From an optimization exercise on the open Yosys and OpenROAD flow, aimed at small area; shortcuts taken in it are not production practice. Only simulation tests tie the RTL to the original design; equivalence was not proved. No activity file was given, so power comes from the tool's default toggle rates.

red:
==> module ascon_ctrl, before the edit <==
module ascon_ctrl #(
  parameter int K = ascon_pkg::K_DEF,
  parameter int A_L = ascon_pkg::A_L_DEF,
  parameter int TEXT_L = ascon_pkg::TEXT_L_DEF,
  parameter int MAX = ascon_pkg::max4(K, A_L, TEXT_L, ascon_pkg::TAG_L),
  parameter int START_CYC = 5,
  parameter int GAP_CYC = 2,
  parameter int TIMEOUT = 4095
) (
  input  logic               clk,
  input  logic               rst,
  input  logic               req_valid,
  output logic               req_ready,
  input  logic               req_mode,
  input  logic [K-1:0]       req_key,
  input  logic [ascon_pkg::NONCE_L-1:0] req_nonce,
  input  logic [A_L-1:0]     req_ad,
  input  logic [TEXT_L-1:0]  req_text,
  input  logic [ascon_pkg::TAG_L-1:0]   req_tag,
  output logic               core_key_SI,
  output logic               core_nonce_SI,
  output logic               core_ad_SI,
  output logic               core_text_SI,
  output logic               core_tag_SI,
  output logic               core_enc_start,
  output logic               core_dec_start,
  input  logic               core_text_SO,
  input  logic               core_tag_SO,
  input  logic               core_enc_done,
  input  logic               core_dec_done,
  input  logic               core_auth,
  output logic               rsp_valid,
  input  logic               rsp_ready,
  output logic [TEXT_L-1:0]  rsp_text,
  output logic [ascon_pkg::TAG_L-1:0]   rsp_tag,
  output logic               rsp_auth,
  output logic               rsp_err,
  output logic               rsp_mode,
  output logic               busy
);
  localparam int CW = $clog2((MAX > TIMEOUT ? MAX : TIMEOUT) + 1);
  ascon_pkg::state_t state_q, state_d;
  logic [CW-1:0] cnt_q;
  logic mode_q, seen_q, auth_q, err_q, shift_q;
  logic idle, load, start, waiting, gap, unload, resp, done_m, go_gap, timeout, clear;
  logic key_s0, nonce_s0, ad_s0, text_s0, tag_s0;
  assign idle = state_q == ascon_pkg::ST_IDLE;
  assign load = state_q == ascon_pkg::ST_LOAD;
  assign start = state_q == ascon_pkg::ST_START;
  assign waiting = state_q == ascon_pkg::ST_WAIT;
  assign gap = state_q == ascon_pkg::ST_GAP;
  assign unload = state_q == ascon_pkg::ST_UNLOAD;
  assign resp = state_q == ascon_pkg::ST_RESP;
  assign done_m = mode_q == ascon_pkg::MODE_DEC ? core_dec_done : core_enc_done;
  assign go_gap = seen_q || done_m;
  assign timeout = &cnt_q[CW-1:1];
  assign clear = idle || (start && cnt_q[2]) || (waiting && go_gap);
  always_comb begin
    state_d = state_q;
    case (state_q)
      ascon_pkg::ST_IDLE: if (req_valid) state_d = ascon_pkg::ST_LOAD;
      ascon_pkg::ST_LOAD: if (&cnt_q[6:0]) state_d = ascon_pkg::ST_START;
      ascon_pkg::ST_START: if (cnt_q[2]) state_d = ascon_pkg::ST_WAIT;
      ascon_pkg::ST_WAIT: if (go_gap) state_d = ascon_pkg::ST_GAP;
        else if (timeout) state_d = ascon_pkg::ST_RESP;
      ascon_pkg::ST_GAP: if (cnt_q[0]) state_d = ascon_pkg::ST_UNLOAD;
      ascon_pkg::ST_UNLOAD: if (cnt_q[7] && cnt_q[0]) state_d = ascon_pkg::ST_RESP;
      ascon_pkg::ST_RESP: if (rsp_ready) state_d = ascon_pkg::ST_IDLE;
      default: state_d = ascon_pkg::ST_IDLE;
    endcase
  end
  always_ff @(posedge clk or posedge rst) begin
    if (rst) begin
      state_q <= ascon_pkg::ST_IDLE;
      shift_q <= 1'b0;
    end else begin
      state_q <= state_d;
      shift_q <= state_d != ascon_pkg::ST_IDLE && state_d != ascon_pkg::ST_RESP;
    end
  end
  always_ff @(posedge clk) begin
    cnt_q <= clear ? '0 : cnt_q + 1'b1;
    if (idle) mode_q <= req_mode;
    seen_q <= !idle && (seen_q || (start && done_m));
    if (idle) auth_q <= 1'b0;
    else if ((start || waiting) && done_m) auth_q <= mode_q == ascon_pkg::MODE_DEC && core_auth;
    err_q <= !idle && (err_q || (waiting && !go_gap && timeout));
  end
  ascon_sr_out #(.W(K)) u_key (.clk(clk), .ld_n(shift_q), .sh_n(idle), .top(1'b1), .ld_val(req_key), .s0(key_s0));
  ascon_sr_out #(.W(ascon_pkg::NONCE_L)) u_nonce (.clk(clk), .ld_n(shift_q), .sh_n(idle), .top(1'b1), .ld_val(req_nonce), .s0(nonce_s0));
  ascon_sr_out #(.W(A_L)) u_ad (.clk(clk), .ld_n(shift_q), .sh_n(idle), .top(~cnt_q[0]), .ld_val(req_ad), .s0(ad_s0));
  ascon_serdes #(.W(TEXT_L)) u_text (
    .clk(clk), .ld(idle), .ld_val(req_text), .hold_n(!resp), .sh_n(!shift_q), .si(unload & core_text_SO),
    .so(text_s0), .q(rsp_text)
  );
  ascon_serdes #(.W(ascon_pkg::TAG_L)) u_tag (
    .clk(clk), .ld(idle), .ld_val(req_tag), .hold_n(!resp), .sh_n(!shift_q), .si(unload & core_tag_SO),
    .so(tag_s0), .q(rsp_tag)
  );
  assign core_key_SI = load & (key_s0 ^ ~cnt_q[0]);
  assign core_nonce_SI = load & (nonce_s0 ^ ~cnt_q[0]);
  assign core_ad_SI = load & (ad_s0 ^ ~cnt_q[0]);
  assign core_text_SI = load & ~text_s0;
  assign core_tag_SI = load & ~tag_s0;
  assign core_enc_start = start && mode_q == ascon_pkg::MODE_ENC;
  assign core_dec_start = start && mode_q == ascon_pkg::MODE_DEC;
  assign req_ready = idle;
  assign busy = !idle;
  assign rsp_valid = resp;
  assign rsp_auth = auth_q;
  assign rsp_err = err_q;
  assign rsp_mode = mode_q;
endmodule
Settings: LEC_CHECK=0, ABC_AREA=1, CAP_MARGIN=20, CORE_AREA=5 5 255 255, DIE_AREA=0 0 260 260, SLEW_MARGIN=20; clock period 4.0 ns.
standard.sh (not shown) runs the stock make flow with config.mk's settings and CLKGATE_MAP_FILE= SYNTH_SCRIPT=/design/flow/synth_recipe.tcl, a recipe that flattens the netlist after the stock synthesis.
==> flow/flow/run.sh <==
#!/bin/bash
# The standard layout (standard.sh) with three changes to how it is built:
#  - ports are buffered with the smallest buffer, sky130_fd_sc_hd__buf_1;
#  - the clock tree uses clkbuf_8 on clusters of up to 16 sinks, without dummy loads;
#  - synthesis may not pick the larger drive strengths of the lane gates (o22ai, a21oi), on
#    top of the platform's own don't-use list.
# make's full output goes to make_finish.log here; each ORFS step keeps its own log under orfs/logs.
set -euo pipefail
cd "$(dirname "$0")/.."
DONT_USE="sky130_fd_sc_hd__probe_p_8 sky130_fd_sc_hd__probec_p_8 sky130_fd_sc_hd__lpflow_bleeder_1 sky130_fd_sc_hd__lpflow_clkbufkapwr_1 sky130_fd_sc_hd__lpflow_clkbufkapwr_16 sky130_fd_sc_hd__lpflow_clkbufkapwr_2 sky130_fd_sc_hd__lpflow_clkbufkapwr_4 sky130_fd_sc_hd__lpflow_clkbufkapwr_8 sky130_fd_sc_hd__lpflow_clkinvkapwr_1 sky130_fd_sc_hd__lpflow_clkinvkapwr_16 sky130_fd_sc_hd__lpflow_clkinvkapwr_2 sky130_fd_sc_hd__lpflow_clkinvkapwr_4 sky130_fd_sc_hd__lpflow_clkinvkapwr_8 sky130_fd_sc_hd__lpflow_decapkapwr_12 sky130_fd_sc_hd__lpflow_decapkapwr_3 sky130_fd_sc_hd__lpflow_decapkapwr_4 sky130_fd_sc_hd__lpflow_decapkapwr_6 sky130_fd_sc_hd__lpflow_decapkapwr_8 sky130_fd_sc_hd__lpflow_inputiso0n_1 sky130_fd_sc_hd__lpflow_inputiso0p_1 sky130_fd_sc_hd__lpflow_inputiso1n_1 sky130_fd_sc_hd__lpflow_inputiso1p_1 sky130_fd_sc_hd__lpflow_inputisolatch_1 sky130_fd_sc_hd__lpflow_isobufsrc_1 sky130_fd_sc_hd__lpflow_isobufsrc_16 sky130_fd_sc_hd__lpflow_isobufsrc_2 sky130_fd_sc_hd__lpflow_isobufsrc_4 sky130_fd_sc_hd__lpflow_isobufsrc_8 sky130_fd_sc_hd__lpflow_isobufsrckapwr_16 sky130_fd_sc_hd__lpflow_lsbuf_lh_hl_isowell_tap_1 sky130_fd_sc_hd__lpflow_lsbuf_lh_hl_isowell_tap_2 sky130_fd_sc_hd__lpflow_lsbuf_lh_hl_isowell_tap_4 sky130_fd_sc_hd__lpflow_lsbuf_lh_isowell_4 sky130_fd_sc_hd__lpflow_lsbuf_lh_isowell_tap_1 sky130_fd_sc_hd__lpflow_lsbuf_lh_isowell_tap_2 sky130_fd_sc_hd__lpflow_lsbuf_lh_isowell_tap_4 sky130_fd_sc_hd__o22ai_2 sky130_fd_sc_hd__o22ai_4 sky130_fd_sc_hd__a21oi_2 sky130_fd_sc_hd__a21oi_4"
bash standard.sh \
  "DONT_USE_CELLS=$DONT_USE" \
  "BUFFER_PORTS_ARGS=-buffer_cell sky130_fd_sc_hd__buf_1" \
  "CTS_ARGS=-sink_clustering_enable -repair_clock_nets -dont_use_dummy_load -buf_list sky130_fd_sc_hd__clkbuf_8 -sink_clustering_size 16 -sink_clustering_max_diameter 80" \
  finish > make_finish.log 2>&1
Here is what was changed in the inputs of blue compared with red.
--- a/flow/design.v
+++ b/flow/design.v
@@ -108,5 +108,5 @@
   ascon_pkg::state_t state_q, state_d;
   logic [CW-1:0] cnt_q;
-  logic mode_q, seen_q, auth_q, err_q, shift_q;
+  logic mode_q, seen_q, auth_q, err_q, shift_q, busy_q;
   logic idle, load, start, waiting, gap, unload, resp, done_m, go_gap, timeout, clear;
   logic key_s0, nonce_s0, ad_s0, text_s0, tag_s0;
@@ -140,7 +140,9 @@
       state_q <= ascon_pkg::ST_IDLE;
       shift_q <= 1'b0;
+      busy_q <= 1'b0;
     end else begin
       state_q <= state_d;
       shift_q <= state_d != ascon_pkg::ST_IDLE && state_d != ascon_pkg::ST_RESP;
+      busy_q <= state_d != ascon_pkg::ST_IDLE;
     end
   end
@@ -153,7 +155,7 @@
     err_q <= !idle && (err_q || (waiting && !go_gap && timeout));
   end
-  ascon_sr_out #(.W(K)) u_key (.clk(clk), .ld_n(shift_q), .sh_n(idle), .top(1'b1), .ld_val(req_key), .s0(key_s0));
-  ascon_sr_out #(.W(ascon_pkg::NONCE_L)) u_nonce (.clk(clk), .ld_n(shift_q), .sh_n(idle), .top(1'b1), .ld_val(req_nonce), .s0(nonce_s0));
-  ascon_sr_out #(.W(A_L)) u_ad (.clk(clk), .ld_n(shift_q), .sh_n(idle), .top(~cnt_q[0]), .ld_val(req_ad), .s0(ad_s0));
+  ascon_sr_out #(.W(K)) u_key (.clk(clk), .ld_n(busy_q), .sh_n(idle), .top(1'b1), .ld_val(req_key), .s0(key_s0));
+  ascon_sr_out #(.W(ascon_pkg::NONCE_L)) u_nonce (.clk(clk), .ld_n(busy_q), .sh_n(idle), .top(1'b1), .ld_val(req_nonce), .s0(nonce_s0));
+  ascon_sr_out #(.W(A_L)) u_ad (.clk(clk), .ld_n(busy_q), .sh_n(idle), .top(~cnt_q[0]), .ld_val(req_ad), .s0(ad_s0));
   ascon_serdes #(.W(TEXT_L)) u_text (
     .clk(clk), .ld(idle), .ld_val(req_text), .hold_n(!resp), .sh_n(!shift_q), .si(unload & core_text_SO),
@@ -171,6 +173,6 @@
   assign core_enc_start = start && mode_q == ascon_pkg::MODE_ENC;
   assign core_dec_start = start && mode_q == ascon_pkg::MODE_DEC;
-  assign req_ready = idle;
-  assign busy = !idle;
+  assign req_ready = !busy_q;
+  assign busy = busy_q;
   assign rsp_valid = resp;
   assign rsp_auth = auth_q;
==> run notes <==
NOTE: register-to-register slack in blue falls short of that of red. red and blue ended up with roughly the same flip-flop and latch count. Relative to red, share of total power in combinational logic has increased by 22 points in blue. Synthesis-stage register bit count: red vs blue — no meaningful difference. Diff red -> blue: fraction of registers with async set/reset picked up an extra 0.15 points; global-route wire length before repair went up 1400 um; fmax lower; stage delay of the slowest cell on the critical path went down; final critical-path share of the clock period climbed 1.6 points. On total of clock buffers placed in the layout, the lower figure sits with red, not blue. Compared with red, met3 wirelength from detailed routing in blue increased by more than 10%. blue: full flow OK, the timing, design-rule and antenna checks passed. Against red, number of non-clock inverters in blue rose by more than a quarter. Routed length on met2 on blue is down relative to red.

-- separate check: timing with driven ports --
Ports are ideal in the flow. The routed layouts listed here were re-timed in OpenROAD. Step 1, drivers: a clkbuf_16 drives clk and a buf_2 each remaining input, both assumed. Step 2 adds t to the input delays and takes it off the output delays; t is the mean of the earliest and latest rising clock arrival at the registers after step 1. Input paths then give back, and output paths get back, about the clock's delay inside the block. Three values: no drivers, after step 1, after step 2; two values: the first two.
run | shift t [ns] | setup slack, ns | latest minus earliest clock arrival (ns) | worst register clock-pin slew, ns
red | 0.655 | 0.951 / 0.900 / 1.555 | 0.090 / 0.090 | 0.11 / 0.11
blue | 0.652 | 0.888 / 0.834 / 1.486 | 0.128 / 0.128 | 0.11 / 0.11
After both steps setup and hold are still met in every run listed.
